Context: an optimization exercise on an open-source flow, tuned for small area and a short achievable clock period. The choices shown serve that exercise and are no tape-out recipe.
Power and IR drop assume default switching activity.

==> v5 <==
Design signedMultiplier, start of the top module:
module signedMultiplier
(
	input  logic          clk,
	input  logic          arstN,
	input  mulPkg::operandPairT   operands,
	output mulPkg::productResultT result
);
	logic [23:0] r0_a;
	logic [11:0] r0_neg, r0_one, r0_two;
	logic [5:0] valid;
	wire [23:0] mb = operands.multiplier;
	logic pp1;
	logic pp2;
	logic pp3;
	logic pp4;
	logic pp5;
	logic pp6;
	logic pp7;
	logic pp8;
	logic pp9;
	logic pp10;
	logic pp11;
	logic pp12;
	logic pp13;
	logic pp14;
	logic pp15;
	logic pp16;
	logic pp17;
	logic pp18;
	logic pp19;
	logic pp20;
	logic pp21;
	logic pp22;
	logic pp23;
	logic pp24;
	logic pp25;
	logic pp26;
	logic pp27;
	logic pp28;
	logic pp29;
	logic pp30;
	logic pp31;
	logic pp32;
	logic pp33;
	logic pp34;
	logic pp35;
	logic pp36;
	logic pp37;
	logic pp38;
	logic pp39;
	logic pp40;
	logic pp41;
	logic pp42;
	logic pp43;
	logic pp44;
	logic pp45;
	logic pp46;
	logic pp47;
	logic pp48;
	logic pp49;
	logic pp50;
	logic pp51;
	logic pp52;
	logic pp53;
	logic pp54;
	logic pp55;
	logic pp56;
	logic pp57;
	logic pp58;
	logic pp59;
	logic pp60;
	logic pp61;
	logic pp62;
	logic pp63;
	logic pp64;
	logic pp65;
	logic pp66;
	logic pp67;
	logic pp68;
	logic pp69;
	logic pp70;
	logic pp71;
	logic pp72;
	logic pp73;
	logic pp74;
	logic pp75;
	logic pp76;
	logic pp77;
	logic pp78;
	logic pp79;
	logic pp80;
	logic pp81;
	logic pp82;
	logic pp83;
	logic pp84;
	logic pp85;
	logic pp86;
	logic pp87;
	logic pp88;
	logic pp89;
	logic pp90;
	logic pp91;
	logic pp92;
	logic pp93;
	logic pp94;
	logic pp95;
	logic pp96;
	logic pp97;
	logic pp98;
	logic pp99;
	logic pp100;
	logic pp101;
	logic pp102;
	logic pp103;
	logic pp104;
	logic pp105;
	logic pp106;
	logic pp107;
	logic pp108;
	logic pp109;
	logic pp110;
	logic pp111;
	logic pp112;
	logic pp113;
	logic pp114;
	logic pp115;
	logic pp116;
	logic pp117;
	logic pp118;
	logic pp119;
	logic pp120;
	logic pp121;
	logic pp122;
	logic pp123;
	logic pp124;
	logic pp125;
	logic pp126;
	logic pp127;
	logic pp128;
	logic pp129;
	logic pp130;
	logic pp131;
	logic pp132;
	logic pp133;
	logic pp134;
	logic pp135;
	logic pp136;
	logic pp137;
	logic pp138;
	logic pp139;
	logic pp140;
	logic pp141;
	logic pp142;
	logic pp143;
	logic pp144;
  ...
==> flow/config.mk <==
export PLATFORM = sky130hd
export DESIGN_NAME = signedMultiplier
export DESIGN_NICKNAME = signedMultiplier
export VERILOG_FILES = /design/flow/design.v
export SDC_FILE = /design/flow/constraint.sdc
export NUM_CORES = 4
export LEC_CHECK = 0
export CAP_MARGIN = 20
export CORE_MARGIN = 2
export CORE_UTILIZATION = 40
export SETUP_SLACK_MARGIN = 1.7
export SLEW_MARGIN = 20
export SYNTH_HIERARCHICAL = 1
==> flow/constraint.sdc <==
create_clock -name core_clock -period 4.0 [get_ports {clk}]
set_input_delay 0.8000 -clock core_clock [delete_from_list [all_inputs] [get_ports {clk}]]
set_output_delay 0.8000 -clock core_clock [all_outputs]
set_load 0.01 [all_outputs]
run.sh (not shown) runs the stock make flow with config.mk's settings and CLKGATE_MAP_FILE= SYNTH_SCRIPT=/design/flow/synth_recipe.tcl, a recipe that flattens the netlist after the stock synthesis.
==> inputs of v35, as changes to v5 <==
--- a/flow/config.mk
+++ b/flow/config.mk
@@ -9,5 +9,5 @@
 export CORE_MARGIN = 2
 export CORE_UTILIZATION = 40
-export SETUP_SLACK_MARGIN = 1.7
+export SETUP_SLACK_MARGIN = 2.0
 export SLEW_MARGIN = 20
 export SYNTH_HIERARCHICAL = 1
==> qor summary <==
|  | v35 | v5 |
|---|---|---|
| Clk pwr | 4540 uW | 4920 uW |
| Post-place setup slack | 1.20 ns | 1.18 ns |
| Via count | 16536 | 14643 |
| Total power of the final layout | 24400 uW | 23500 uW |
| Critical path origin | r2_d[16] | r2_d[24] |
| Resized cells post-CTS | 535 | 104 |
| Final Net Count | 2458 | 2294 |
| Count of non-CTS buffers in the layout | 346 | 180 |
| Data arrival time of the critical path | 3.23 ns | 3.30 ns |
| Sequential cell area in the final layout | 9540 sq um | 9450 sq um |
| Peak clock frequency supported by timing | 0.370 GHz | 0.361 GHz |
| Met3 track utilization from global routing | 7.50% | 4.82% |
| Starting DRC count in detailed routing | 1940 | 1459 |
| Proportion of power drawn by flip-flops and latches | 32.2% | 33.4% |
| Met2 Wirelength | 32300 um | 25200 um |
| Final worst-path cycle share | 67.6% | 69.3% |
| Net switching power of the design | 9070 uW | 8600 uW |
| Multi-input combinational cell area | 14700 sq um | 12800 sq um |
| Outcome | finished clean | finished clean |
| Switching part of the total | 37.2% | 36.5% |
No functional check of the RTL was part of any run of this note.

========
==> build 46 <==
signedMultiplier, a different RTL version from the one above (not shown whole).
make LEC_CHECK=0 CAP_MARGIN=20 CORE_MARGIN=2 CORE_UTILIZATION=40 SLEW_MARGIN=20 finish   # period 4.0 ns
==> build 77 (differences from build 46) <==
Settings changed: ABC_CLOCK_PERIOD_IN_PS from default to 1700, SETUP_SLACK_MARGIN from default to 2.3.
==> reports/metrics.cfg <==
[final_layout]
final_cells = 3165
filler_cell_count = 4319
nNetsFinal = 2720

[global_route]
grtUsageMet1 = 0.341

[worst_hold_path]
min_to = r5_p[12]

[run_status]
status = finished clean

[timing]
worst_pin_slew_ps = 920

[clock_network]
cts_buffers = 51

# the run above: build 77

==> reports/metrics.cfg <==
[setup_path]
cpPeakStageDelay_ps = 470
cp.depth = 11
cp_max_fo = 4

[timing]
worst_pin_slew_ps = 1180

[final_layout]
filler_cell_count = 5123
design_area_um2 = 26800
final_cells = 2933
nNetsFinal = 2487

[clock_network]
root_buffer = clkbuf_16
cts_buffers = 50

[global_route]
grtUsageMet1 = 0.260

[run_status]
status = finished clean

[yosys]
synth_top_family_by_area = adder cells
synth_edf_count = 0

[power_and_ir_drop]
ir_drop_mv = 0.343

# the run above: build 46

No run of this note included a check of the RTL's function; only the layout flow was run.

==> port drivers added, routing unchanged <==
No port has a modelled driver above. Below, the same layouts with a new extraction and two added sets of constraints. Step 1 (the two cells are an assumption about what drives the block):
set clk [get_ports {clk}]
set_driving_cell -lib_cell sky130_fd_sc_hd__clkbuf_16 $clk
set_driving_cell -lib_cell sky130_fd_sc_hd__buf_2 [delete_from_list [all_inputs] $clk]
Step 2 adds t to the input delays and takes it off the output delays; t is the mean of the earliest and latest rising clock arrival at the registers after step 1. Input paths then give back, and output paths get back, about the clock's delay inside the block. Three values: ideal, step 1, step 2; two values: the first two.
run	t, ns	setup slack, ns	worst data-port slew with drivers (ns)	pins driven straight from the clock port
v5	0.653	1.227 / 1.227 / 1.227	0.04	1
v35	0.655	1.296 / 1.296 / 1.296	0.04	1
build 46	0.645	0.552 / 0.552 / 0.552	0.04	1
build 77	0.667	1.153 / 1.153 / 1.153	0.05	1
After both steps setup and hold are still met in every run listed.
